This design comes from an exercise in tuning for small area, a short achievable clock period and few clock cycles on the open sky130 flow, not from production work. RTL that was checked went through simulation tests only; none was proved equivalent to the original. Function not checked in runs 1 and 2: the RTL went through the layout flow alone. Power is estimated from default activity; no workload was simulated.

## flow/design.v

```verilog
package mips_pkg;
	typedef enum logic [5:0] {
		OP_RTYPE = 6'b000000,
		OP_J     = 6'b000010,
		OP_BEQ   = 6'b000100,
		OP_ADDI  = 6'b001000,
		OP_SLTI  = 6'b001010,
		OP_ANDI  = 6'b001100,
		OP_ORI   = 6'b001101,
		OP_XORI  = 6'b001110,
		OP_LW    = 6'b100011,
		OP_SW    = 6'b101011
	} opcode_e;
	typedef enum logic [5:0] {
		FN_SLL = 6'b000000,
		FN_SRL = 6'b000010,
		FN_SRA = 6'b000011,
		FN_ADD = 6'b100000,
		FN_SUB = 6'b100010,
		FN_AND = 6'b100100,
		FN_OR  = 6'b100101,
		FN_XOR = 6'b100110,
		FN_NOR = 6'b100111,
		FN_SLT = 6'b101010
	} funct_e;
	typedef enum logic [3:0] {
		ALU_AND = 4'd0,
		ALU_OR  = 4'd1,
		ALU_ADD = 4'd2,
		ALU_SUB = 4'd3,
		ALU_SLT = 4'd4,
		ALU_NOR = 4'd5,
		ALU_XOR = 4'd6,
		ALU_SLL = 4'd7,
		ALU_SRA = 4'd8,
		ALU_SRL = 4'd9
	} alu_op_e;
	typedef struct packed {
		logic reg_dst;
		logic alu_src;
		logic mem_read;
		logic mem_write;
		logic mem_to_reg;
		logic reg_write;
		logic is_branch;
		logic is_jump;
	} ctrl_t;
	typedef struct packed {
		logic [32-1:0] pc4;
		logic [32-1:0] instr;
	} if_id_t;
	typedef struct packed {
		ctrl_t            ctrl;
		alu_op_e          alu_op;
		logic [32-1:0] op_a;
		logic [32-1:0] op_b;
		logic [32-1:0] imm;
		logic [4:0]       shamt;
		logic [4:0]       rt;
		logic [4:0]       rd;
	} id_ex_t;
	typedef struct packed {
		ctrl_t            ctrl;
		logic [32-1:0] alu_res;
		logic [32-1:0] store_data;
		logic [4:0]       dst;
	} ex_mem_t;
endpackage
`timescale 1ns/1ns
module mips_chip (
	input  logic                clk,
	input  logic                rst_n,
	output logic                mem_read_D,
	output logic                mem_write_D,
	output logic [28-1:0] mem_addr_D,
	output logic [128-1:0]  mem_wdata_D,
	input  logic [128-1:0]  mem_rdata_D,
	input  logic                mem_ready_D,
	output logic                mem_read_I,
	output logic [28-1:0] mem_addr_I,
	input  logic [128-1:0]  mem_rdata_I,
	input  logic                mem_ready_I,
	output logic [30-1:0] DCACHE_addr_o,
	output logic [32-1:0]    DCACHE_wdata_o,
	output logic                DCACHE_wen_o
);
	logic [29:0]  pc_q;           
	logic         fd_v;
	logic [29:0]  fd_pc4;
	logic [31:0]  fd_ir;
	logic         de_v, de_wr, de_ld, de_st, de_beq;
	logic [4:0]   de_dst;
	logic [31:0]  de_a, de_b;
	logic [31:0]  de_bi;          
	logic         de_fbmi, de_fbwi;
	logic [15:0]  de_imm;
	logic [29:0]  de_pc4;
	logic         de_fam, de_faw, de_fbm, de_fbw;
	logic         de_sub;
	logic [3:0]   de_kind;        
	logic [1:0]   de_lop;         
	logic [1:0]   de_sop;         
	logic         em_v, em_wr, em_ld, em_st;
	logic [4:0]   em_dst;
	logic [31:0]  em_res, em_sd;
	logic         mw_v, mw_wr, mw_st, mw_pend, mw_new;
	logic [4:0]   mw_dst;
	logic [31:0]  mw_res, mw_sd;
	logic         freeze;         
	logic         dstall;         
	assign freeze = mw_pend || dstall;
	logic [25:0]  it_q [4];
	logic [3:0]   iv_q;
	logic [127:0] il_q [4];
	logic         ireq_q;
	logic [27:0]  iaddr_q;
	logic [1:0]   fidx;
	logic         dem_q, pc_jump, fd_jp;
	logic         ihit, ibyp, fok, irdy;
	logic [31:0]  finstr, cinstr, binstr;
	logic [29:0]  pc_inc, pc_pred;
	logic         fj;
	logic [27:0]  pline, nline;
	logic         inew, pf_want;
	logic [9:0]   nlo;
	logic [27:0]  inaddr;
	assign fidx   = pc_q[3:2];
	assign ihit   = iv_q[fidx] && (it_q[fidx] == pc_q[29:4]);
	assign irdy   = ireq_q && mem_ready_I;
	assign ibyp   = dem_q && mem_ready_I;
	always_comb begin
		cinstr = '0;
		for (int l = 0; l < 4; l++) begin
			for (int w = 0; w < 4; w++) begin
				cinstr = cinstr | (il_q[l][w*32 +: 32] & {32{fidx == l && pc_q[1:0] == w}});
			end
		end
	end
	assign binstr = mem_rdata_I[pc_q[1:0]*32 +: 32];
	assign finstr = ibyp ? binstr : cinstr;
	assign fok    = ihit | ibyp;
	assign pc_inc = pc_q + 30'd1;
	assign fj     = !dem_q && (cinstr[31:26] == 6'b000010);
	assign pc_pred = fj ? {pc_inc[29:26], cinstr[25:0]} : pc_inc;
	assign pline = pc_q[29:2];
	assign nline = pline + 28'd1;
	assign nlo   = pc_q[11:2] + 10'd1;
	assign pf_want = !(iv_q[nlo[1:0]] && it_q[nlo[1:0]] == {pc_q[29:12], nlo[9:2]}) &&
		!(irdy && iaddr_q[9:0] == nlo);
	assign inew  = !fok || pf_want;
	assign inaddr = fok ? nline : pline;
	assign mem_read_I = ireq_q;
	assign mem_addr_I = iaddr_q;
	always_ff @(posedge clk or negedge rst_n) begin
		if (!rst_n) begin
			ireq_q <= 1'b0;
			iv_q   <= '0;
			dem_q  <= 1'b0;
		end else begin
			if (!ireq_q || irdy) begin
				dem_q <= inew && !fok && !pc_jump;
			end else begin
				dem_q <= (dem_q || (!fok && iaddr_q == pline)) && !pc_jump;
			end
			if (irdy) begin
				iv_q[iaddr_q[1:0]] <= 1'b1;
			end
			if (!ireq_q || irdy) begin
				ireq_q <= inew;
				if (inew) begin
					iv_q[inaddr[1:0]] <= 1'b0;
				end
			end
		end
	end
	always_ff @(posedge clk) begin
		if (!ireq_q || irdy) begin
			iaddr_q <= inaddr;
			if (inew) begin
				it_q[inaddr[1:0]] <= inaddr[27:2];
			end
		end
		if (ireq_q) begin
			il_q[iaddr_q[1:0]] <= mem_rdata_I;
		end
	end
	logic [5:0]  op, fn;
	logic [4:0]  rs, rt, rd;
	logic        r_ok, r_shift, i_alu, i_log, is_lw, is_sw, is_beq;
	logic        d_wr, use_rs, use_rt, d_sub;
	logic [4:0]  d_dst;
	logic        load_use, ex_redir, id_jr;
	assign op = fd_ir[31:26];
	assign fn = fd_ir[5:0];
	assign rs = fd_ir[25:21];
	assign rt = fd_ir[20:16];
	assign rd = fd_ir[15:11];
	always_comb begin
		r_ok = 1'b0;
		if (op == 6'h00) begin
			case (fn)
				6'h20, 6'h22, 6'h24, 6'h25, 6'h26, 6'h27, 6'h2A, 6'h00, 6'h02, 6'h03: r_ok = 1'b1;
				default: r_ok = 1'b0;
			endcase
		end
	end
	assign r_shift = (op == 6'h00) && (fn[5:2] == 4'b0000);
	assign i_log   = (op == 6'h0C) || (op == 6'h0D) || (op == 6'h0E);
	assign i_alu   = (op == 6'h08) || (op == 6'h0A) || i_log;
	assign is_lw   = (op == 6'h23);
	assign is_sw   = (op == 6'h2B);
	assign is_beq  = (op == 6'h04);
	assign d_dst   = r_ok ? rd : rt;
	assign d_wr    = (r_ok || i_alu || is_lw) && (d_dst != 5'd0);
	assign use_rs  = (r_ok && !r_shift) || i_alu || is_lw || is_sw || is_beq;
	assign use_rt  = r_ok || is_sw || is_beq;
	assign d_sub   = (r_ok && (fn == 6'h22 || fn == 6'h2A)) || op == 6'h0A;
	assign id_jr    = fd_v && !fd_jp && (op == 6'b000010);
	assign pc_jump  = !freeze && (ex_redir || id_jr);
	assign load_use = de_v && de_ld && de_wr &&
		((use_rs && rs == de_dst) || (use_rt && rt == de_dst));
	logic [31:1][31:0] rf;
	logic [31:1] rfv_q;
	logic [31:1] rs_sel, rt_sel;
	logic        wb_we;
	logic [31:0] rf_a, rf_b, id_a, id_b;
	assign wb_we = mw_v && mw_wr && !mw_pend;
	always_ff @(posedge clk) begin
		for (int i = 1; i < 32; i++) begin
			if (wb_we && mw_dst == i) begin
				rf[i] <= mw_res;
			end
		end
	end
	always_ff @(posedge clk or negedge rst_n) begin
		if (!rst_n) begin
			rfv_q <= '0;
		end else if (wb_we) begin
			rfv_q[mw_dst] <= 1'b1;
		end
	end
	always_comb begin
		rf_a = '0;
		rf_b = '0;
		for (int i = 1; i < 32; i++) begin
			rs_sel[i] = (rs == i) && rfv_q[i];
			rt_sel[i] = (rt == i) && rfv_q[i];
			rf_a = rf_a | (rf[i] & {32{rs_sel[i]}});
			rf_b = rf_b | (rf[i] & {32{rt_sel[i]}});
		end
	end
	assign id_a = (wb_we && mw_dst == rs) ? mw_res : rf_a;
	assign id_b = (wb_we && mw_dst == rt) ? mw_res : rf_b;
	logic [29:0] ex_bt;
	logic [31:0] subv;
	logic [31:0] kg [6];
	logic [31:0] kp [6];
	logic [31:0] ex_a, ex_b, alu_b, alu_bx, sum, lres, sres, sin, sout, ex_res;
	logic        lt;
	assign ex_a = de_fam ? em_res : (de_faw ? mw_res : de_a);
	assign ex_b = de_fbm ? em_res : (de_fbw ? mw_res : de_b);
	assign ex_bt  = de_pc4 + {{14{de_imm[15]}}, de_imm};
	assign subv   = {32{de_sub}};
	assign alu_bx = de_fbmi ? (em_res ^ subv) : (de_fbwi ? (mw_res ^ subv) : de_bi);
	assign alu_b  = alu_bx;
	always_comb begin
		kg[0] = ex_a & alu_bx;
		kp[0] = ex_a ^ alu_bx;
		kg[0][0] = kg[0][0] | (kp[0][0] & de_sub);
		for (int l = 0; l < 5; l++) begin
			for (int i = 0; i < 32; i++) begin
				if (i >= (1 << l)) begin
					kg[l+1][i] = kg[l][i] | (kp[l][i] & kg[l][i - (1 << l)]);
					kp[l+1][i] = kp[l][i] & kp[l][i - (1 << l)];
				end else begin
					kg[l+1][i] = kg[l][i];
					kp[l+1][i] = kp[l][i];
				end
			end
		end
		sum = kp[0] ^ {kg[5][30:0], de_sub};
	end
	assign lt     = (ex_a[31] == alu_bx[31]) ? ex_a[31] : sum[31];
	always_comb begin
		case (de_lop)
			2'd0:    lres = ex_a & alu_b;
			2'd1:    lres = ex_a | alu_b;
			2'd2:    lres = ex_a ^ alu_b;
			default: lres = ~(ex_a | alu_b);
		endcase
	end
	always_comb begin
		for (int i = 0; i < 32; i++) begin
			sin[i] = (de_sop == 2'd0) ? alu_b[31-i] : alu_b[i];
		end
		sout = $unsigned($signed({(de_sop == 2'd3) && alu_b[31], sin}) >>> de_imm[10:6]);
		for (int i = 0; i < 32; i++) begin
			sres[i] = (de_sop == 2'd0) ? sout[31-i] : sout[i];
		end
	end
	assign ex_res = (sum & {32{de_kind[0]}}) | (lres & {32{de_kind[1]}}) |
		{31'd0, lt && de_kind[2]} | (sres & {32{de_kind[3]}});
	assign ex_redir = de_v && de_beq && (ex_a == ex_b);
	always_ff @(posedge clk or negedge rst_n) begin
		if (!rst_n) begin
			pc_q <= '0;
			fd_v <= 1'b0;
			de_v <= 1'b0;
			em_v <= 1'b0;
		end else if (!freeze) begin
			em_v <= de_v;
			if (ex_redir) begin
				pc_q <= ex_bt;
				fd_v <= 1'b0;
				de_v <= 1'b0;
			end else if (id_jr) begin
				pc_q <= {fd_pc4[29:26], fd_ir[25:0]};
				fd_v <= 1'b0;
				de_v <= fd_v;
			end else if (load_use) begin
				de_v <= 1'b0;
			end else begin
				de_v <= fd_v;
				fd_v <= fok;
				if (fok) begin
					pc_q <= pc_pred;
				end
			end
		end
	end
	always_ff @(posedge clk) begin
		if (!freeze) begin
			em_wr  <= de_wr;
			em_ld  <= de_ld;
			em_st  <= de_st;
			em_dst <= de_dst;
			em_res <= ex_res;
			em_sd  <= ex_b;
			if (!load_use) begin
				fd_pc4 <= pc_inc;
				fd_ir  <= finstr;
				fd_jp  <= fj;
			end
			begin
				de_wr     <= d_wr;
				de_ld     <= is_lw;
				de_st     <= is_sw;
				de_beq    <= is_beq;
				de_dst    <= d_dst;
				de_a      <= id_a;
				de_b      <= id_b;
				de_imm    <= fd_ir[15:0];
				de_pc4    <= fd_pc4;
				de_bi     <= (r_ok ? id_b : (i_log ? {16'd0, fd_ir[15:0]} : {{16{fd_ir[15]}}, fd_ir[15:0]})) ^
					{32{d_sub}};
				de_fbmi   <= r_ok && de_v && de_wr && de_dst == rt;
				de_fbwi   <= r_ok && em_v && em_wr && em_dst == rt;
				de_fam    <= de_v && de_wr && de_dst == rs;
				de_fbm    <= de_v && de_wr && de_dst == rt;
				de_faw    <= em_v && em_wr && em_dst == rs;
				de_fbw    <= em_v && em_wr && em_dst == rt;
				de_sub    <= d_sub;
				de_kind   <= r_ok ? (r_shift ? 4'b1000 : (fn == 6'h2A ? 4'b0100 :
					(fn[5:2] == 4'b1001 ? 4'b0010 : 4'b0001))) :
					(op == 6'h0A ? 4'b0100 : (i_log ? 4'b0010 : 4'b0001));
				de_lop    <= r_ok ? fn[1:0] : op[1:0];
				de_sop    <= fn[1:0];
			end
		end
	end
	logic [27:0]  dt_q [2];
	logic [1:0]   dv_q, dd_q;
	logic [127:0] dl_q [2];
	logic         lru_q;          
	logic         vw_q;           
	logic         drd_q, dwr_q;
	logic [27:0]  fs_la;
	logic [1:0]   fs_w;
	logic [31:0]  fs_sd;
	logic         fs_st;
	logic [27:0]  mla;
	logic         dh0, dh1, dhit, macc, st_hit, hway, vsel, busy, start_m;
	logic [31:0]  mword;
	logic         drdy_r, drdy_w;
	logic [127:0] fill;
	assign busy  = drd_q || dwr_q;
	assign mla   = em_res[31:4];
	assign dh0   = dv_q[0] && (dt_q[0] == mla);
	assign dh1   = dv_q[1] && (dt_q[1] == mla);
	assign dhit  = dh0 || dh1;
	assign hway  = dh1;
	always_comb begin
		mword = '0;
		for (int w = 0; w < 4; w++) begin
			mword = mword | (dl_q[0][w*32 +: 32] & {32{dh0 && em_res[3:2] == w}})
				| (dl_q[1][w*32 +: 32] & {32{dh1 && em_res[3:2] == w}});
		end
	end
	assign macc    = em_v && (em_ld || em_st);
	assign dstall  = !mw_pend && macc && !dhit && busy;
	assign start_m = !mw_pend && macc && !dhit && !busy;
	assign st_hit  = !mw_pend && em_v && em_st && dhit;
	assign vsel  = !dv_q[0] ? 1'b0 : (!dv_q[1] ? 1'b1 : lru_q);
	assign drdy_r = drd_q && mem_ready_D;
	assign drdy_w = dwr_q && mem_ready_D;
	always_comb begin
		fill = mem_rdata_D;
		if (fs_st) begin
			fill[fs_w*32 +: 32] = fs_sd;
		end
	end
	assign mem_read_D  = drd_q;
	assign mem_write_D = dwr_q;
	assign mem_addr_D  = dwr_q ? dt_q[vw_q] : fs_la;
	assign mem_wdata_D = dl_q[vw_q];
	always_ff @(posedge clk or negedge rst_n) begin
		if (!rst_n) begin
			dv_q    <= '0;
			lru_q   <= 1'b0;
			drd_q   <= 1'b0;
			dwr_q   <= 1'b0;
			mw_pend <= 1'b0;
			mw_v    <= 1'b0;
			mw_new  <= 1'b0;
		end else begin
			mw_new <= !freeze;
			if (!freeze) begin
				mw_v    <= em_v;
				mw_pend <= start_m && em_ld;
			end
			if (start_m) begin
				dv_q[vsel] <= 1'b0;
				if (dv_q[vsel] && dd_q[vsel]) begin
					dwr_q <= 1'b1;
				end else begin
					drd_q <= 1'b1;
				end
			end
			if (drdy_w) begin
				dwr_q <= 1'b0;
				drd_q <= 1'b1;
			end
			if (drdy_r) begin
				drd_q      <= 1'b0;
				dv_q[vw_q] <= 1'b1;
				lru_q      <= !vw_q;
				mw_pend    <= 1'b0;
			end else if (!mw_pend && macc && dhit) begin
				lru_q <= !hway;
			end
		end
	end
	always_ff @(posedge clk) begin
		if (start_m) begin
			vw_q  <= vsel;
			fs_la <= mla;
			fs_w  <= em_res[3:2];
			fs_sd <= em_sd;
			fs_st <= em_st;
		end
		if (!freeze) begin
			mw_wr  <= em_wr;
			mw_st  <= em_st;
			mw_dst <= em_dst;
			mw_sd  <= em_sd;
			mw_res <= (em_ld && dhit) ? mword : em_res;
		end
		if (st_hit) begin
			dl_q[hway][em_res[3:2]*32 +: 32] <= em_sd;
			dd_q[hway] <= 1'b1;
		end
		if (drd_q) begin
			dl_q[vw_q] <= fill;
			dt_q[vw_q] <= fs_la;
		end
		if (drdy_r) begin
			dd_q[vw_q] <= fs_st;
			if (mw_pend) begin
				mw_res <= mem_rdata_D[fs_w*32 +: 32];
			end
		end
	end
	assign DCACHE_wen_o   = mw_v && mw_st && mw_new;
	assign DCACHE_addr_o  = mw_res[31:2];
	assign DCACHE_wdata_o = mw_sd;
endmodule
```

## flow/run.sh

```bash
#!/bin/bash
# synth_recipe.tcl (not shown) runs the flow's synth.tcl, then flattens the netlist and writes it again
# the make line also repeats each setting of config.mk as NAME=value (left out here)
make -C /OpenROAD-flow-scripts/flow DESIGN_CONFIG=/design/flow/config.mk WORK_HOME=/design/flow/orfs CLKGATE_MAP_FILE= SYNTH_SCRIPT=/design/flow/synth_recipe.tcl finish
```

## flow/config.mk

```make
export PLATFORM = sky130hd
export DESIGN_NAME = mips_chip
export DESIGN_NICKNAME = mips_chip
export VERILOG_FILES = /design/flow/design.v
export SDC_FILE = /design/flow/constraint.sdc
export NUM_CORES = 8
export LEC_CHECK = 0
export ABC_CLOCK_PERIOD_IN_PS = 3500
export CAP_MARGIN = 20
export CORE_MARGIN = 2
export CORE_UTILIZATION = 40
export SETUP_SLACK_MARGIN = 5
export SLEW_MARGIN = 20
```

## flow/constraint.sdc

```tcl
create_clock -name core_clock -period 10.0 [get_ports {clk}]
set_input_delay 2.0000 -clock core_clock [delete_from_list [all_inputs] [get_ports {clk}]]
set_output_delay 2.0000 -clock core_clock [all_outputs]
set_load 0.01 [all_outputs]
```

==> impl_metrics.tcl, run 1 <==
set metrics [dict create \
    cp.arrival_ns 5.57 \
    final_cell_mix "edfxtp_1, a22oi_1, clkdlybuf4s50_1, nand3_1, o21ai_0" \
    cap_violations 0 \
    ys_seq_area_frac 0.621 \
    antenna_found_initial 66 \
    crit_buf_inv 1 \
    n_fill_cell 25600 \
    hold_violations 0 \
    htreeDepth 5 \
    synth_top_flop_cell "edfxtp_1" \
    grt_pass1_wl_um 713000 \
    cts_root_buf "clkbuf_16" \
    worst-path-max-fanout 17 \
    layout_commonest_cell "edfxtp_1" \
    avgSynthCellArea_um2 13.3 \
    drtAntennaViolNets 0 \
    multiInputGateArea_um2 41600 \
    period_share 0.496 \
    ioPinCount 510 \
    grt_pass1_vias 88300 \
    seq_power_share 0.372 \
    p_sw_frac 0.406 \
    fin_ws_ns 5.04 \
    gp_congestion 0.972 \
    synth_cell_types 98 \
    tritoncts "done" \
    crit_top_cell "a21oi_1" \
    area.sequential_um2 73300 \
    synth_edf_count 2350 \
    syn_to_final_growth_pct 16.1 \
    holdPathStages 0 \
    drt-initial-drc-count 19700 \
    fmax_mhz 201 \
    start_util 0.401 \
    finClkSkew_ns 0.0803 \
    avgViaCountPerCell 7.07 \
    drc_errors 0 \
    path_depth 10 \
    ys_ff_latch 2463 \
    max-vdd-ir-drop_mv 0.264 \
    vias 94100 \
    die_width_um 547 \
    track_usage 0.336 \
    max_slew.worst_pin.slew_ns 1.41 \
    port_buffers 509 \
    fin_nets 9539 \
    endpoint_kind "flip-flop" \
    avgRoutedWirePerCell_um 39.4 \
    startpoint_type "flip-flop" \
    reg2reg_setup_slack_ns 5.04 \
    run_status "no timing/DRC/antenna violations" \
    drt_pass1_iterations 13 \
    syn-cell-area_um2 118000 \
    die_area_um2 299000 \
    coreArea_um2 294000 \
    cts_made_buffers 277 \
    worstSetupPathType "reg -> reg" \
    synth_nets 9268 \
    p_int_uw 26500 \
    syn_inst 8888 \
    min_period_ns 4.96 \
    ys_warn_count 3 \
    wl_um 524000 \
    hold_path.class "reg -> reg" \
    total_power_uw 44500 \
    finalSetupViolations 0 \
    critPathTopFamily "simple AND/OR/NAND/NOR gates" \
    slew_headroom 0.0517 \
    async_flop_share 0.0317 \
    leakage_uw 0.0462 \
    grt_max_degree 148 \
    cts_hold_buf 0 \
    required_ns 10.60 \
    grt-ovfl-total 0 \
    clk_latency_ns 0.93 \
    cts_sinks 2463 \
    dieHeight_um 547 \
    pwr-share-comb 0.401 \
    clkTransAtPathRegs_ns 0.06 \
    dp_slack_ns 4.40 \
    drive_above_1_share 0.136 \
    clk_path_buf_depth 4 \
    slowest_stage "nor4_2" \
    tns_ns 0 \
    rsz0062_at_grt "true" \
    rr_worst_depth 10 \
    slew_violations 0 \
    clockPowerShare 0.227 \
    num_rows 199 \
    dp_hpwl_um 317000 \
    power.net_switching_uw 18100 \
    slowest_delay_ns 1.12 \
    path_cells "and3b_1 > and3_2 > buf_4 > a22o_1 > a221oi_1 > nand4_1 > nor4_2 > a21oi_1 > a21oi_1 > xnor2_1" \
    power.density_nw_per_um2 326 \
]
-- metrics by stage --
| step | hold WS (ns) | util | area (um^2) | std cells |
|---|---|---|---|---|
| detailed placement | 0.405 | 0.434 | 127000 | 12800 |
| finish | 0.416 | 0.466 | 137000 | 13300 |
| CTS | 0.418 | 0.465 | 137000 | 13300 |
| global placement | 0.403 | 0.434 | 127000 | 12800 |
| global route | 0.425 | 0.466 | 137000 | 13300 |
| floorplan | 0.400 | - | 118000 | 8888 |
-- final cells by class --
cell class	instances	share of cell area
flip-flops and latches	2463	0.535
multi-input cells	5430	0.304
repair buffers	802	0.0552
clock buffers	344	0.0537
well taps	3919	0.0358
clock inverters	139	0.0103
inverters	185	0.00521
diodes	21	0.000384
-- cells in the mapped netlist, drive strengths merged (23+ instances only) --
| cell type | instances | area share |
|---|---|---|
| edfxtp | 2350 | 0.60 |
| a22oi | 698 | 0.044 |
| clkbuf | 585 | 0.019 |
| nand3 | 429 | 0.018 |
| o21ai | 416 | 0.018 |
| a21oi | 395 | 0.017 |
| nor2 | 357 | 0.011 |
| a22o | 353 | 0.026 |
| a221oi | 340 | 0.025 |
| nand2 | 295 | 0.0094 |
| mux2i | 234 | 0.020 |
| buf | 227 | 0.0095 |
| mux2 | 202 | 0.019 |
| xor2 | 186 | 0.014 |
| inv | 180 | 0.0057 |
| nand4 | 170 | 0.0092 |
| xnor2 | 167 | 0.012 |
| mux4 | 165 | 0.032 |
| ha | 117 | 0.012 |
| nor3 | 116 | 0.0051 |
| and3 | 86 | 0.0046 |
| a222oi | 82 | 0.0070 |
| dfrtp | 78 | 0.017 |
| nor4 | 72 | 0.0040 |
| o211ai | 51 | 0.0033 |
| a31oi | 41 | 0.0022 |
| o22ai | 40 | 0.0021 |
| and2 | 37 | 0.0020 |
| dfxtp | 35 | 0.0059 |
| nor2b | 28 | 0.0015 |
| a21o | 26 | 0.0017 |
| o21bai | 26 | 0.0017 |
| o221ai | 25 | 0.0020 |
| nand2b | 23 | 0.0013 |
-- routing by layer --
| metal | track usage | wire length (um) |
|---|---|---|
| met1 | 0.434 | 183000 |
| met2 | 0.482 | 217000 |
| met3 | 0.128 | 84000 |
| met4 | 0.192 | 39200 |
| met5 | 0 | 559 |
-- cell families after synthesis --
kind of cell / after synthesis / synth area share
AO/OA/AOI/OAI: 2650 / 0.162
flip-flops: 2463 / 0.621
multiplexers: 601 / 0.0707
XOR/XNOR: 353 / 0.0262
AND/OR/NAND/NOR: 1702 / 0.0724
adder cells (fa/ha/maj): 122 / 0.0131
buffers and inverters: 997 / 0.0341
-- repair_timing --
item                                    4_1_cts  5_1_grt
endpoints found under the setup margin      271      121
gates resized for setup                      24       16
gates cloned                                  3        1
buffers inserted                             15        9
pin swaps                                     4        2
-- registers in the layout (all words and copies together), names as in the netlist, 28 cells and up, named ones only --
name,flops
dl_q,256
mw_sd,32
fs_la,28
fd_pc4,30
mw_res,32
de_pc4,30
rf,992
il_q,512
fs_sd,32
pc_q,30
rfv_q,31
fd_ir,32
em_sd,32
de_bi,32
de_a,32
iaddr_q,28
de_b,32
it_q,104
dt_q,56
em_res,32
-- worst reg2reg max path: stages (launching register included) --
cell and delay [ns]:
edfxtp_1 0.74, and3b_1 0.41, and3_2 0.55, buf_4 0.46
a22o_1 0.32, a221oi_1 0.25, nand4_1 0.16, nor4_2 1.12
a21oi_1 0.30, a21oi_1 0.25, xnor2_1 0.09
-- power by group through the flow --
stage	sequential, uW	combinational, uW	clock [uW]
6_report	16600	17900	10100
2_1_floorplan	15700	10600	0
3_5_place_dp	16700	17000	0
3_3_place_gp	16700	16900	0
4_1_cts	16500	17300	10100
5_1_grt	16700	18700	10500
-- final timing paths --
path	startpoint	end
hold reg to reg	fd_pc4[20]$_DFFE_PP_	de_pc4[20]$_DFFE_PP_
min in group asynchronous	rst_n	pc_q[2]$_DFFE_PN0P_
setup reg to reg	fd_ir[20]$_DFFE_PP_	de_bi[4]$_DFFE_PP_
max in group asynchronous	rst_n	dwr_q$_DFFE_PN0P_
setup / recovery	fd_ir[20]$_DFFE_PP_	de_bi[4]$_DFFE_PP_
hold / removal	fd_pc4[20]$_DFFE_PP_	de_pc4[20]$_DFFE_PP_
==> inputs of run 2 (changes only) <==
--- a/flow/design.v
+++ b/flow/design.v
@@ -92,26 +92,29 @@
 	logic [4:0]   de_dst;
 	logic [31:0]  de_a, de_b;
 	logic [31:0]  de_bi;          
-	logic         de_fbmi, de_fbwi;
-	logic [15:0]  de_imm;
-	logic [29:0]  de_pc4;
-	logic         de_fam, de_faw, de_fbm, de_fbw;
-	logic         de_sub;
+	logic         de_fbmi, de_fbmin;
+	logic         de_fxa, de_fxb, de_fxbi;  
+	logic [4:0]   de_sh;
+	logic         de_fam, de_famn, de_fbm;
+	logic         de_sub, de_subn;
 	logic [3:0]   de_kind;        
 	logic [1:0]   de_lop;         
 	logic [1:0]   de_sop;         
 	logic         em_v, em_wr, em_ld, em_st;
 	logic [4:0]   em_dst;
 	logic [31:0]  em_res, em_sd;
-	logic         mw_v, mw_wr, mw_st, mw_pend, mw_new;
+	logic         mw_v, mw_wr, mw_pend, em_new;
 	logic [4:0]   mw_dst;
-	logic [31:0]  mw_res, mw_sd;
+	logic [31:0]  mw_res;
+	logic         drdy_r;         
+	logic [31:0]  ldw;            
 	logic         freeze;         
 	logic         dstall;         
 	assign freeze = mw_pend || dstall;
 	logic [25:0]  it_q [4];
 	logic [3:0]   iv_q;
 	logic [127:0] il_q [4];
+	logic [3:0]   ij_q [4];       
 	logic         ireq_q;
 	logic [27:0]  iaddr_q;
 	logic [1:0]   fidx;
@@ -119,7 +122,7 @@
 	logic         ihit, ibyp, fok, irdy;
 	logic [31:0]  finstr, cinstr, binstr;
 	logic [29:0]  pc_inc, pc_pred;
-	logic         fj;
+	logic         fj, cj;
 	logic [27:0]  pline, nline;
 	logic         inew, pf_want;
 	logic [9:0]   nlo;
@@ -130,9 +133,11 @@
 	assign ibyp   = dem_q && mem_ready_I;
 	always_comb begin
 		cinstr = '0;
+		cj     = 1'b0;
 		for (int l = 0; l < 4; l++) begin
 			for (int w = 0; w < 4; w++) begin
 				cinstr = cinstr | (il_q[l][w*32 +: 32] & {32{fidx == l && pc_q[1:0] == w}});
+				cj     = cj | (ij_q[l][w] && fidx == l && pc_q[1:0] == w);
 			end
 		end
 	end
@@ -140,7 +145,7 @@
 	assign finstr = ibyp ? binstr : cinstr;
 	assign fok    = ihit | ibyp;
 	assign pc_inc = pc_q + 30'd1;
-	assign fj     = !dem_q && (cinstr[31:26] == 6'b000010);
+	assign fj     = !dem_q && cj;
 	assign pc_pred = fj ? {pc_inc[29:26], cinstr[25:0]} : pc_inc;
 	assign pline = pc_q[29:2];
 	assign nline = pline + 28'd1;
@@ -176,12 +181,13 @@
 	always_ff @(posedge clk) begin
 		if (!ireq_q || irdy) begin
 			iaddr_q <= inaddr;
-			if (inew) begin
-				it_q[inaddr[1:0]] <= inaddr[27:2];
-			end
 		end
 		if (ireq_q) begin
+			it_q[iaddr_q[1:0]] <= iaddr_q[27:2];
 			il_q[iaddr_q[1:0]] <= mem_rdata_I;
+			for (int w = 0; w < 4; w++) begin
+				ij_q[iaddr_q[1:0]][w] <= (mem_rdata_I[w*32+26 +: 6] == 6'b000010);
+			end
 		end
 	end
 	logic [5:0]  op, fn;
@@ -223,7 +229,8 @@
 	logic [31:1] rfv_q;
 	logic [31:1] rs_sel, rt_sel;
 	logic        wb_we;
-	logic [31:0] rf_a, rf_b, id_a, id_b;
+	logic [31:0] rf_a, rf_b, id_a, id_b, id_a2, id_b2, m_val;
+	logic        fw_a, fw_b;
 	assign wb_we = mw_v && mw_wr && !mw_pend;
 	always_ff @(posedge clk) begin
 		for (int i = 1; i < 32; i++) begin
@@ -251,17 +258,23 @@
 	end
 	assign id_a = (wb_we && mw_dst == rs) ? mw_res : rf_a;
 	assign id_b = (wb_we && mw_dst == rt) ? mw_res : rf_b;
+	assign fw_a = em_v && em_wr && em_dst == rs;
+	assign fw_b = em_v && em_wr && em_dst == rt;
+	assign id_a2 = fw_a ? m_val : id_a;
+	assign id_b2 = fw_b ? m_val : id_b;
 	logic [29:0] ex_bt;
 	logic [31:0] subv;
+	logic        eq_ab, eq_mb, eq_am;
 	logic [31:0] kg [6];
 	logic [31:0] kp [6];
 	logic [31:0] ex_a, ex_b, alu_b, alu_bx, sum, lres, sres, sin, sout, ex_res;
 	logic        lt;
-	assign ex_a = de_fam ? em_res : (de_faw ? mw_res : de_a);
-	assign ex_b = de_fbm ? em_res : (de_fbw ? mw_res : de_b);
-	assign ex_bt  = de_pc4 + {{14{de_imm[15]}}, de_imm};
-	assign subv   = {32{de_sub}};
-	assign alu_bx = de_fbmi ? (em_res ^ subv) : (de_fbwi ? (mw_res ^ subv) : de_bi);
+	assign ex_a = {de_fam ? em_res[31:16] : de_a[31:16], de_famn ? de_a[15:0] : em_res[15:0]};
+	assign ex_b = de_fbm ? em_res : de_b;
+	assign ex_bt  = de_bi[29:0];
+	assign subv   = {{16{de_sub}}, {16{!de_subn}}};
+	assign alu_bx = {de_fbmi ? (em_res[31:16] ^ subv[31:16]) : de_bi[31:16],
+		de_fbmin ? de_bi[15:0] : (em_res[15:0] ^ subv[15:0])};
 	assign alu_b  = alu_bx;
 	always_comb begin
 		kg[0] = ex_a & alu_bx;
@@ -293,14 +306,18 @@
 		for (int i = 0; i < 32; i++) begin
 			sin[i] = (de_sop == 2'd0) ? alu_b[31-i] : alu_b[i];
 		end
-		sout = $unsigned($signed({(de_sop == 2'd3) && alu_b[31], sin}) >>> de_imm[10:6]);
+		sout = $unsigned($signed({(de_sop == 2'd3) && alu_b[31], sin}) >>> de_sh);
 		for (int i = 0; i < 32; i++) begin
 			sres[i] = (de_sop == 2'd0) ? sout[31-i] : sout[i];
 		end
 	end
 	assign ex_res = (sum & {32{de_kind[0]}}) | (lres & {32{de_kind[1]}}) |
 		{31'd0, lt && de_kind[2]} | (sres & {32{de_kind[3]}});
-	assign ex_redir = de_v && de_beq && (ex_a == ex_b);
+	assign eq_ab = (de_a == de_b);
+	assign eq_mb = (em_res == de_b);
+	assign eq_am = (de_a == em_res);
+	assign ex_redir = de_v && de_beq &&
+		(de_fam ? (de_fbm || eq_mb) : (de_fbm ? eq_am : eq_ab));
 	always_ff @(posedge clk or negedge rst_n) begin
 		if (!rst_n) begin
 			pc_q <= '0;
@@ -347,19 +364,22 @@
 				de_st     <= is_sw;
 				de_beq    <= is_beq;
 				de_dst    <= d_dst;
-				de_a      <= id_a;
-				de_b      <= id_b;
-				de_imm    <= fd_ir[15:0];
-				de_pc4    <= fd_pc4;
-				de_bi     <= (r_ok ? id_b : (i_log ? {16'd0, fd_ir[15:0]} : {{16{fd_ir[15]}}, fd_ir[15:0]})) ^
-					{32{d_sub}};
+				de_a      <= id_a2;
+				de_b      <= id_b2;
+				de_fxa    <= fw_a && em_ld;
+				de_fxb    <= fw_b && em_ld;
+				de_fxbi   <= fw_b && em_ld && r_ok;
+				de_sh     <= fd_ir[10:6];
+				de_bi     <= is_beq ? {2'b00, fd_pc4 + {{14{fd_ir[15]}}, fd_ir[15:0]}} :
+					((r_ok ? id_b2 : (i_log ? {16'd0, fd_ir[15:0]} : {{16{fd_ir[15]}}, fd_ir[15:0]})) ^
+					{32{d_sub}});
 				de_fbmi   <= r_ok && de_v && de_wr && de_dst == rt;
-				de_fbwi   <= r_ok && em_v && em_wr && em_dst == rt;
+				de_fbmin  <= !(r_ok && de_v && de_wr && de_dst == rt);
 				de_fam    <= de_v && de_wr && de_dst == rs;
+				de_famn   <= !(de_v && de_wr && de_dst == rs);
 				de_fbm    <= de_v && de_wr && de_dst == rt;
-				de_faw    <= em_v && em_wr && em_dst == rs;
-				de_fbw    <= em_v && em_wr && em_dst == rt;
 				de_sub    <= d_sub;
+				de_subn   <= !d_sub;
 				de_kind   <= r_ok ? (r_shift ? 4'b1000 : (fn == 6'h2A ? 4'b0100 :
 					(fn[5:2] == 4'b1001 ? 4'b0010 : 4'b0001))) :
 					(op == 6'h0A ? 4'b0100 : (i_log ? 4'b0010 : 4'b0001));
@@ -367,12 +387,24 @@
 				de_sop    <= fn[1:0];
 			end
 		end
+		if (drdy_r && mw_pend) begin
+			if (de_fxa) begin
+				de_a <= ldw;
+			end
+			if (de_fxb) begin
+				de_b <= ldw;
+			end
+			if (de_fxbi) begin
+				de_bi <= ldw ^ subv;
+			end
+		end
 	end
 	logic [27:0]  dt_q [2];
 	logic [1:0]   dv_q, dd_q;
 	logic [127:0] dl_q [2];
 	logic         lru_q;          
 	logic         vw_q;           
+	logic         vdirty, wl0_q, wl1_q, wh0_q, wh1_q, ad0_q, ad1_q, af_q;
 	logic         drd_q, dwr_q;
 	logic [27:0]  fs_la;
 	logic [1:0]   fs_w;
@@ -381,7 +413,7 @@
 	logic [27:0]  mla;
 	logic         dh0, dh1, dhit, macc, st_hit, hway, vsel, busy, start_m;
 	logic [31:0]  mword;
-	logic         drdy_r, drdy_w;
+	logic         drdy_w;
 	logic [127:0] fill;
 	assign busy  = drd_q || dwr_q;
 	assign mla   = em_res[31:4];
@@ -401,7 +433,10 @@
 	assign start_m = !mw_pend && macc && !dhit && !busy;
 	assign st_hit  = !mw_pend && em_v && em_st && dhit;
 	assign vsel  = !dv_q[0] ? 1'b0 : (!dv_q[1] ? 1'b1 : lru_q);
+	assign vdirty = dv_q[vsel] && dd_q[vsel];
 	assign drdy_r = drd_q && mem_ready_D;
+	assign ldw    = mem_rdata_D[fs_w*32 +: 32];
+	assign m_val  = em_ld ? mword : em_res;
 	assign drdy_w = dwr_q && mem_ready_D;
 	always_comb begin
 		fill = mem_rdata_D;
@@ -411,8 +446,31 @@
 	end
 	assign mem_read_D  = drd_q;
 	assign mem_write_D = dwr_q;
-	assign mem_addr_D  = dwr_q ? dt_q[vw_q] : fs_la;
-	assign mem_wdata_D = dl_q[vw_q];
+	assign mem_addr_D  = ({28{ad0_q}} & dt_q[0]) | ({28{ad1_q}} & dt_q[1]) | ({28{af_q}} & fs_la);
+	assign mem_wdata_D = {({64{wh0_q}} & dl_q[0][127:64]) | ({64{wh1_q}} & dl_q[1][127:64]),
+		({64{wl0_q}} & dl_q[0][63:0]) | ({64{wl1_q}} & dl_q[1][63:0])};
+	always_ff @(posedge clk or negedge rst_n) begin
+		if (!rst_n) begin
+			wl0_q <= 1'b0;
+			wl1_q <= 1'b0;
+		end else if (start_m) begin
+			wl0_q <= !vsel;
+			wl1_q <= vsel;
+		end
+	end
+	always_ff @(posedge clk) begin
+		if (start_m) begin
+			wh0_q <= !vsel;
+			wh1_q <= vsel;
+			ad0_q <= vdirty && !vsel;
+			ad1_q <= vdirty && vsel;
+			af_q  <= !vdirty;
+		end else if (drdy_w) begin
+			ad0_q <= 1'b0;
+			ad1_q <= 1'b0;
+			af_q  <= 1'b1;
+		end
+	end
 	always_ff @(posedge clk or negedge rst_n) begin
 		if (!rst_n) begin
 			dv_q    <= '0;
@@ -421,16 +479,16 @@
 			dwr_q   <= 1'b0;
 			mw_pend <= 1'b0;
 			mw_v    <= 1'b0;
-			mw_new  <= 1'b0;
+			em_new  <= 1'b0;
 		end else begin
-			mw_new <= !freeze;
+			em_new <= !freeze;
 			if (!freeze) begin
 				mw_v    <= em_v;
 				mw_pend <= start_m && em_ld;
 			end
 			if (start_m) begin
 				dv_q[vsel] <= 1'b0;
-				if (dv_q[vsel] && dd_q[vsel]) begin
+				if (vdirty) begin
 					dwr_q <= 1'b1;
 				end else begin
 					drd_q <= 1'b1;
@@ -460,9 +518,7 @@
 		end
 		if (!freeze) begin
 			mw_wr  <= em_wr;
-			mw_st  <= em_st;
 			mw_dst <= em_dst;
-			mw_sd  <= em_sd;
 			mw_res <= (em_ld && dhit) ? mword : em_res;
 		end
 		if (st_hit) begin
@@ -476,11 +532,11 @@
 		if (drdy_r) begin
 			dd_q[vw_q] <= fs_st;
 			if (mw_pend) begin
-				mw_res <= mem_rdata_D[fs_w*32 +: 32];
+				mw_res <= ldw;
 			end
 		end
 	end
-	assign DCACHE_wen_o   = mw_v && mw_st && mw_new;
-	assign DCACHE_addr_o  = mw_res[31:2];
-	assign DCACHE_wdata_o = mw_sd;
+	assign DCACHE_wen_o   = em_v && em_st && em_new;
+	assign DCACHE_addr_o  = em_res[31:2];
+	assign DCACHE_wdata_o = em_sd;
 endmodule
==> flow/flow/run.sh (new file) <==
#!/bin/bash
set -uo pipefail
export SETUP_SLACK_MARGIN=6.5
export BUFFER_PORTS_ARGS="-buffer_cell sky130_fd_sc_hd__buf_2"
bash standard.sh > standard.log 2>&1
==> flow/standard.sh (new file) <==
#!/bin/bash
# synth_recipe.tcl (not shown) runs the flow's synth.tcl, then flattens the netlist and writes it again
# the make line also repeats each setting of config.mk as NAME=value (left out here)
make -C /OpenROAD-flow-scripts/flow DESIGN_CONFIG=/design/flow/config.mk WORK_HOME=/design/flow/orfs CLKGATE_MAP_FILE= SYNTH_SCRIPT=/design/flow/synth_recipe.tcl "${@:-finish}"
--- a/flow/config.mk
+++ b/flow/config.mk
@@ -8,6 +8,5 @@
 export ABC_CLOCK_PERIOD_IN_PS = 3500
 export CAP_MARGIN = 20
 export CORE_MARGIN = 2
-export CORE_UTILIZATION = 40
-export SETUP_SLACK_MARGIN = 5
+export CORE_UTILIZATION = 55
 export SLEW_MARGIN = 20
removed: flow/run.sh
==> run 2 against run 1 <==
Effect of this change:
- highest routed layer unchanged
- still clean on timing, DRC and antenna
- design area grew 10%
- largest cell class unchanged
- critical endpoint is now mem_addr_D[0]
- sequential share of layout area shrank 6.7 points
- via count grew 19%
==> impl_metrics.tcl, run 2 <==
set metrics [dict create \
    cap_violations 0 \
    synth_edf_count 2205 \
    grt-ovfl-total 0 \
    wl_um 619000 \
    rsz0062_at_grt "true" \
    drtAntennaViolNets 0 \
    tns_ns 0 \
    run_status "no timing/DRC/antenna violations" \
    slowest_delay_ns 0.48 \
    die_width_um 471 \
    required_ns 8.00 \
    ioPinCount 510 \
    yosysTopAreaCell "edfxtp_1" \
    dp_hpwl_um 343000 \
    slew_headroom 0.141 \
    fin_nets 11100 \
    grt_pass1_vias 99600 \
    fmax_mhz 227 \
    largest-register "rf" \
    synth_cell_types 111 \
    antenna_found_initial 93 \
    dieHeight_um 471 \
    max-vdd-ir-drop_mv 0.546 \
    clk_latency_ns 0.98 \
    grt_pass1_wl_um 810000 \
    slew_violations 0 \
    power.density_nw_per_um2 334 \
    finClkSkew_ns 0.0866 \
    hold_path.class "reg -> reg" \
    cts_root_buf "clkbuf_16" \
    worst-path-max-fanout 12 \
    worstSetupPathType "reg -> out" \
    drc_errors 0 \
    endpoint_kind "output pin" \
    period_share 0.440 \
    synth_nets 10100 \
    die_area_um2 222000 \
    coreArea_um2 217000 \
    final_cell_mix "edfxtp_1, a22oi_1, nand3_1, buf_4, o21ai_0" \
    cts_made_buffers 277 \
    leakage_uw 0.0550 \
    syn-cell-area_um2 120000 \
    crit_buf_inv 4 \
    synthTopCellsByCount "edfxtp_1, a22oi_1, nand3_1, clkbuf_1, o21ai_0" \
    tritoncts "done" \
    startpoint_type "flip-flop" \
    hold_violations 0 \
    max_slew.worst_pin.slew_ns 1.29 \
    synth.most_common_cell "edfxtp_1" \
    min_period_ns 4.40 \
    clkTransAtPathRegs_ns 0.06 \
    cts_sinks 2415 \
    track_usage 0.526 \
    fin_ws_ns 5.60 \
    start_util 0.553 \
    critPathTopFamily "buffers and inverters" \
    layout_commonest_cell "edfxtp_1" \
    syn_to_final_growth_pct 26.0 \
    htreeDepth 5 \
    port_buffers 509 \
    clk_path_buf_depth 4 \
    avgSynthCellArea_um2 12.4 \
    yosys.area.top_type_share 0.552 \
    drt-initial-drc-count 27300 \
    ys_warn_count 3 \
    num_rows 171 \
    syn_inst 9710 \
    finalSetupViolations 0 \
    ys_ff_latch 2415 \
    gp_congestion 1.01 \
    netlist_top_cells_area "edfxtp_1, a22oi_1, mux4_2" \
    avgRoutedWirePerCell_um 44.6 \
    ys_seq_area_frac 0.590 \
    avgViaCountPerCell 8.03 \
    synth_top_flop_cell "edfxtp_1" \
    grt_max_degree 133 \
    vias 111000 \
    dp_slack_ns 4.87 \
    async_flop_share 0.0331 \
    path_cells "buf_6 > buf_12 > a222oi_1 > inv_1 > buf_2" \
    drive_above_1_share 0.292 \
    largest_reg_flops 992 \
    slowest_stage "a222oi_1" \
    cp.arrival_ns 2.40 \
    drt_pass1_iterations 19 \
]
## run 2: power breakdown
part / switching, uW / total, uW / leakage, uW / internal (uW)
Combinational: 15000 / 24500 / 0.0282 / 9520
Clock: 4280 / 10200 / 0.00428 / 5880
Sequential: 1810 / 15800 / 0.0226 / 14000
## run 2: repair_timing
action,in CTS,in global routing
setup buffers,481,249
resized for setup,971,829
pin swaps,219,328
gates cloned,66,55
hold buffers,0,0
endpoints found under the setup margin,1093,918
## run 2: metrics by stage
stage,instances,hold slack (ns),area [um^2],util,power [uW]
detailed placement,12500,0.408,126000,0.579,33000
finish,13900,0.408,151000,0.697,50400
CTS,13500,0.412,144000,0.665,46400
global route,13800,0.420,151000,0.696,51000
global placement,12500,0.410,126000,0.579,32800
floorplan,9710,0.400,121000,-,26000
## run 2: layout make-up
class                      count  area, um^2
fill                       15000       65800
clock buffer                 347        7420
sequential                  2415       70800
inverter                     178         722
timing repair inverter         3        50.0
clock inverter               135        1350
antenna                       76         190
timing repair buffer        1660       17100
multi-input combinational   6221       49900
tap                         2854        3570
## run 2: worst paths after layout
path,startpoint,to,slack (ns),cells after the start
max,af_q$_SDFFCE_PN1P_,mem_addr_D[0],5.60,5
max in group asynchronous,rst_n,pc_q[1]$_DFFE_PN0P_,7.63,2
min reg2reg,de_st$_DFFE_PP_,em_st$_DFFE_PP_,0.41,0
min in group asynchronous,rst_n,iv_q[1]$_DFF_PN0_,1.04,1
max reg2reg,em_res[0]$_DFFE_PP_,em_res[30]$_DFFE_PP_,5.95,15
min,de_st$_DFFE_PP_,em_st$_DFFE_PP_,0.41,0
## run 2: cell families after synthesis
kind of cell | share of synthesized area
adder cells (fa/ha/maj) | 0.0128
XOR/XNOR | 0.0316
multiplexers | 0.0620
AND/OR/NAND/NOR | 0.110
flip-flops | 0.590
AO/OA/AOI/OAI | 0.155
buffers and inverters | 0.0381
## run 2: routing by layer
metal | up-vias | routed length, um | global-route usage | part of all wire
met4 | 108 | 64800 | 0.378 | 0.10
met3 | 4030 | 116000 | 0.265 | 0.19
met2 | 13000 | 240000 | 0.709 | 0.39
li1 | 40800 | - | - | -
met1 | 53500 | 197000 | 0.646 | 0.32
met5 | - | 2030 | 0.0173 | 0.0033
==> inputs of run 3 (changes only) <==
--- a/flow/design.v
+++ b/flow/design.v
@@ -264,6 +264,7 @@
 	assign id_b2 = fw_b ? m_val : id_b;
 	logic [29:0] ex_bt;
 	logic [31:0] subv;
+	logic [32:0] sfull;
 	logic        eq_ab, eq_mb, eq_am;
 	logic [31:0] kg [6];
 	logic [31:0] kp [6];
@@ -306,7 +307,8 @@
 		for (int i = 0; i < 32; i++) begin
 			sin[i] = (de_sop == 2'd0) ? alu_b[31-i] : alu_b[i];
 		end
-		sout = $unsigned($signed({(de_sop == 2'd3) && alu_b[31], sin}) >>> de_sh);
+		sfull = $signed({(de_sop == 2'd3) && alu_b[31], sin}) >>> de_sh;
+		sout  = sfull[31:0];
 		for (int i = 0; i < 32; i++) begin
 			sres[i] = (de_sop == 2'd0) ? sout[31-i] : sout[i];
 		end
==> flow/run.sh (new file) <==
#!/bin/bash
# synth_recipe.tcl (not shown) runs the flow's synth.tcl, then flattens the netlist and writes it again
# the make line also repeats each setting of config.mk as NAME=value (left out here)
make -C /OpenROAD-flow-scripts/flow DESIGN_CONFIG=/design/flow/config.mk WORK_HOME=/design/flow/orfs CLKGATE_MAP_FILE= SYNTH_SCRIPT=/design/flow/synth_recipe.tcl finish
--- a/flow/config.mk
+++ b/flow/config.mk
@@ -8,5 +8,6 @@
 export ABC_CLOCK_PERIOD_IN_PS = 3500
 export CAP_MARGIN = 20
 export CORE_MARGIN = 2
-export CORE_UTILIZATION = 55
+export CORE_UTILIZATION = 40
+export SETUP_SLACK_MARGIN = 5
 export SLEW_MARGIN = 20
removed: flow/flow/run.sh
removed: flow/standard.sh
==> run 3 against run 2 <==
Effect of this change:
- first-iteration DRC count decreased by 17%
- cell count increased by 2.3%
- die area increased by 37%
- via count decreased by 7.9%
- sequential share of layout area grew 4.1 points
- clock-buffer cell count is 16 lower
- combinational power fell by 27%
- synthesized area barely moved
- sequential cell count unchanged
- critical endpoint is now de_bi[22]$_DFF_P_
- largest power group unchanged
==> impl_metrics.tcl, run 3 <==
set metrics [dict create \
    start_util 0.401 \
    required_ns 10.86 \
    htreeDepth 5 \
    port_buffers 509 \
    synth_top_flop_cell "edfxtp_1" \
    coreArea_um2 299000 \
    run_status "no timing/DRC/antenna violations" \
    synth_edf_count 2205 \
    worst_hold_slack_ns 0.425 \
    n_fill_cell 26600 \
    slew_headroom 0.0975 \
    largest_reg_flops 992 \
    slowest_delay_ns 0.98 \
    endpoint_kind "flip-flop" \
    gp_congestion 1.03 \
    syn-cell-area_um2 120000 \
    hold_path.class "reg -> reg" \
    clk_path_buf_depth 4 \
    crit_top_cell "buf_4" \
    track_usage 0.365 \
    avgSynthCellArea_um2 12.3 \
    slowest_stage "and2_1" \
    netlist_top_cells_area "edfxtp_1, a22oi_1, mux4_2" \
    layout_commonest_cell "edfxtp_1" \
    max_slew.worst_pin.slew_ns 1.34 \
    worst-path-max-fanout 39 \
    fin_nets 10400 \
    cts_root_buf "clkbuf_16" \
    slew_violations 0 \
    largest-register "rf" \
    finClkSkew_ns 0.0956 \
    die_width_um 552 \
    worstSetupPathType "reg -> reg" \
    final_cell_mix "edfxtp_1, nand3_1, a22oi_1, clkdlybuf4s50_1, nand2_1" \
    synth_cell_types 101 \
    yosys.area.top_type_share 0.552 \
    hold_violations 0 \
    vias 103000 \
    cp.arrival_ns 6.10 \
    finalSetupViolations 0 \
    cts_sinks 2415 \
    ioPinCount 510 \
    power.density_nw_per_um2 317 \
    ys_seq_area_frac 0.590 \
    antenna_found_initial 89 \
    tritoncts "done" \
    leakage_uw 0.0478 \
    synthTopCellsByCount "edfxtp_1, nand3_1, a22oi_1, clkbuf_1, nor2_1" \
    die_area_um2 305000 \
    tns_ns 0 \
    cts_hold_buf 0 \
    drive_above_1_share 0.124 \
    clk_latency_ns 0.96 \
    cap_violations 0 \
    reg2reg_setup_slack_ns 4.76 \
    yosysTopAreaCell "edfxtp_1" \
    ys_ff_latch 2415 \
    min_period_ns 5.24 \
    fmax_mhz 191 \
    num_rows 201 \
    max-vdd-ir-drop_mv 0.280 \
    rsz0062_at_grt "false" \
    grt_pass1_vias 94900 \
    async_flop_share 0.0331 \
    drtAntennaViolNets 0 \
    path_cells "nor3b_2 > buf_4 > and2_1 > buf_4 > a22oi_1 > nand2_1 > or3_1 > o32a_1 > mux2i_1 > and3_1 > a2111oi_2" \
    avgViaCountPerCell 7.22 \
    startpoint_type "flip-flop" \
    clkTransAtPathRegs_ns 0.07 \
    syn_inst 9780 \
    drc_errors 0 \
    avgRoutedWirePerCell_um 40.5 \
    grt_pass1_wl_um 777000 \
    grt_max_degree 136 \
    grt-ovfl-total 0 \
    ys_warn_count 3 \
    synth.most_common_cell "edfxtp_1" \
    period_share 0.524 \
    drt-initial-drc-count 22600 \
    wl_um 575000 \
    synth_nets 10200 \
    dp_hpwl_um 354000 \
    cts_made_buffers 272 \
    syn_to_final_growth_pct 15.7 \
    dieHeight_um 552 \
    drt_pass1_iterations 17 \
]
run 3: cell types whose count changed in the layout (fill, tap and decap cells not counted), sizes merged, moves of 34 or more:
cell and change:
buf -1273, clkdlybuf4s50 +508, o21ai -150, nand3 +144, and3 -59, nand4 +56, clkbuf -50, a21oi +37
a22oi -37, nor2 +35, mux2i +34
run 3: worst paths after layout:
kind	endpoint	startpoint	cells after the start
setup reg to reg	de_bi[22]$_DFF_P_	fd_ir[20]$_DFFE_PP_	11
hold / removal	em_st$_DFFE_PP_	de_st$_DFFE_PP_	0
min in group asynchronous	wl1_q$_DFFE_PN0P_	rst_n	1
max in group asynchronous	pc_q[2]$_DFFE_PN0P_	rst_n	2
hold reg to reg	em_st$_DFFE_PP_	de_st$_DFFE_PP_	0
setup / recovery	de_bi[22]$_DFF_P_	fd_ir[20]$_DFFE_PP_	11
run 3: kinds of logic after synthesis:
kind of cell	synth area share
xor gates and xnor gates	0.0309
AOI/OAI and AO/OA	0.146
buffers and inverters	0.0378
muxes	0.0639
DFF	0.590
adders and majority gates	0.0130
and+or+nand+nor	0.118
run 3: through the flow:
stage          std cells   util  setup WS [ns]  cell area [um^2]  power (uW)
6_report           14200  0.464           4.76            139000       44100
5_1_grt            14200  0.464           4.99            139000       45100
4_1_cts            14100  0.463           4.96            139000       43300
3_5_place_dp       13600  0.433           4.80            130000       33200
3_3_place_gp       13600  0.433           4.67            130000       33000
2_1_floorplan       9780      -           4.92            120000       25600
run 3: layout make-up:
cell class,instances,area [um^2],share of cell area
diodes,54,135,0.000972
clock buffers,331,7250,0.0522
clock inverters,157,1590,0.0114
inverters,193,743,0.00535
multi-input cells,6262,45600,0.328
flip-flops and latches,2415,70800,0.510
well taps,3958,4950,0.0356
repair buffers,845,7810,0.0562
run 3: where the power goes:
| part | leakage, uW | switching, uW | total (uW) | internal, uW |
|---|---|---|---|---|
| logic | 0.0209 | 12000 | 18000 | 5970 |
| clock network | 0.00429 | 4380 | 10200 | 5800 |
| registers | 0.0226 | 1950 | 15900 | 13900 |
run 3: what timing repair did:
| item | in CTS | in global routing |
|---|---|---|
| pin swaps | 2 | 0 |
| endpoints found under the hold margin | 0 | 0 |
| endpoints found under the setup margin | 135 | 22 |
| resized for setup | 13 | 9 |
| gates cloned | 0 | 0 |
| buffers inserted | 5 | 13 |
run 3: layer usage:
layer	track usage	share of wire
met5	0.00422	0.0013
met4	0.234	0.086
met3	0.149	0.17
met2	0.510	0.40
met1	0.466	0.35
run 3: critical path, delay by kind of cell, from the launching register on:
| kind | cells | cell delay [ns] |
|---|---|---|
| AO/OA/AOI/OAI | 3 | 1.02 |
| buffers and inverters | 2 | 0.96 |
| flip-flops | 1 | 0.94 |
| multiplexers | 1 | 0.46 |
| AND/OR/NAND/NOR | 5 | 1.82 |
Testbench counts of run 3, summed over its fixed seeds: cycles 86,553.

port drivers added, routing unchanged:
No port has a modelled driver above. Below, the same layouts with a new extraction and two added sets of constraints. Step 1 (the two cells are an assumption about what drives the block):
set clk [get_ports {clk}]
set_driving_cell -lib_cell sky130_fd_sc_hd__clkbuf_16 $clk
set_driving_cell -lib_cell sky130_fd_sc_hd__buf_2 [delete_from_list [all_inputs] $clk]
Step 2 moves the port delays by t, midway between the first and last clock arrival at a register: inputs arrive t later, outputs are due t later. That takes back most of the time a late clock gives input paths. Three values: ideal, step 1, step 2; two values: the first two.
run | t (ns) | setup WS [ns] | hold slack, ns
run 1 | 0.992 | 5.036 / 5.036 / 5.036 | 0.416 / 0.416 / 0.416
run 2 | 1.052 | 5.600 / 5.489 / 5.412 | 0.408 / 0.408 / 0.408
run 3 | 1.020 | 4.764 / 4.764 / 4.630 | 0.425 / 0.425 / 0.425
After both steps setup and hold are still met in every run listed. For run 2, which loses most, drivers alone change the setup slack by -0.111 ns; drivers and shift together by -0.188 ns.
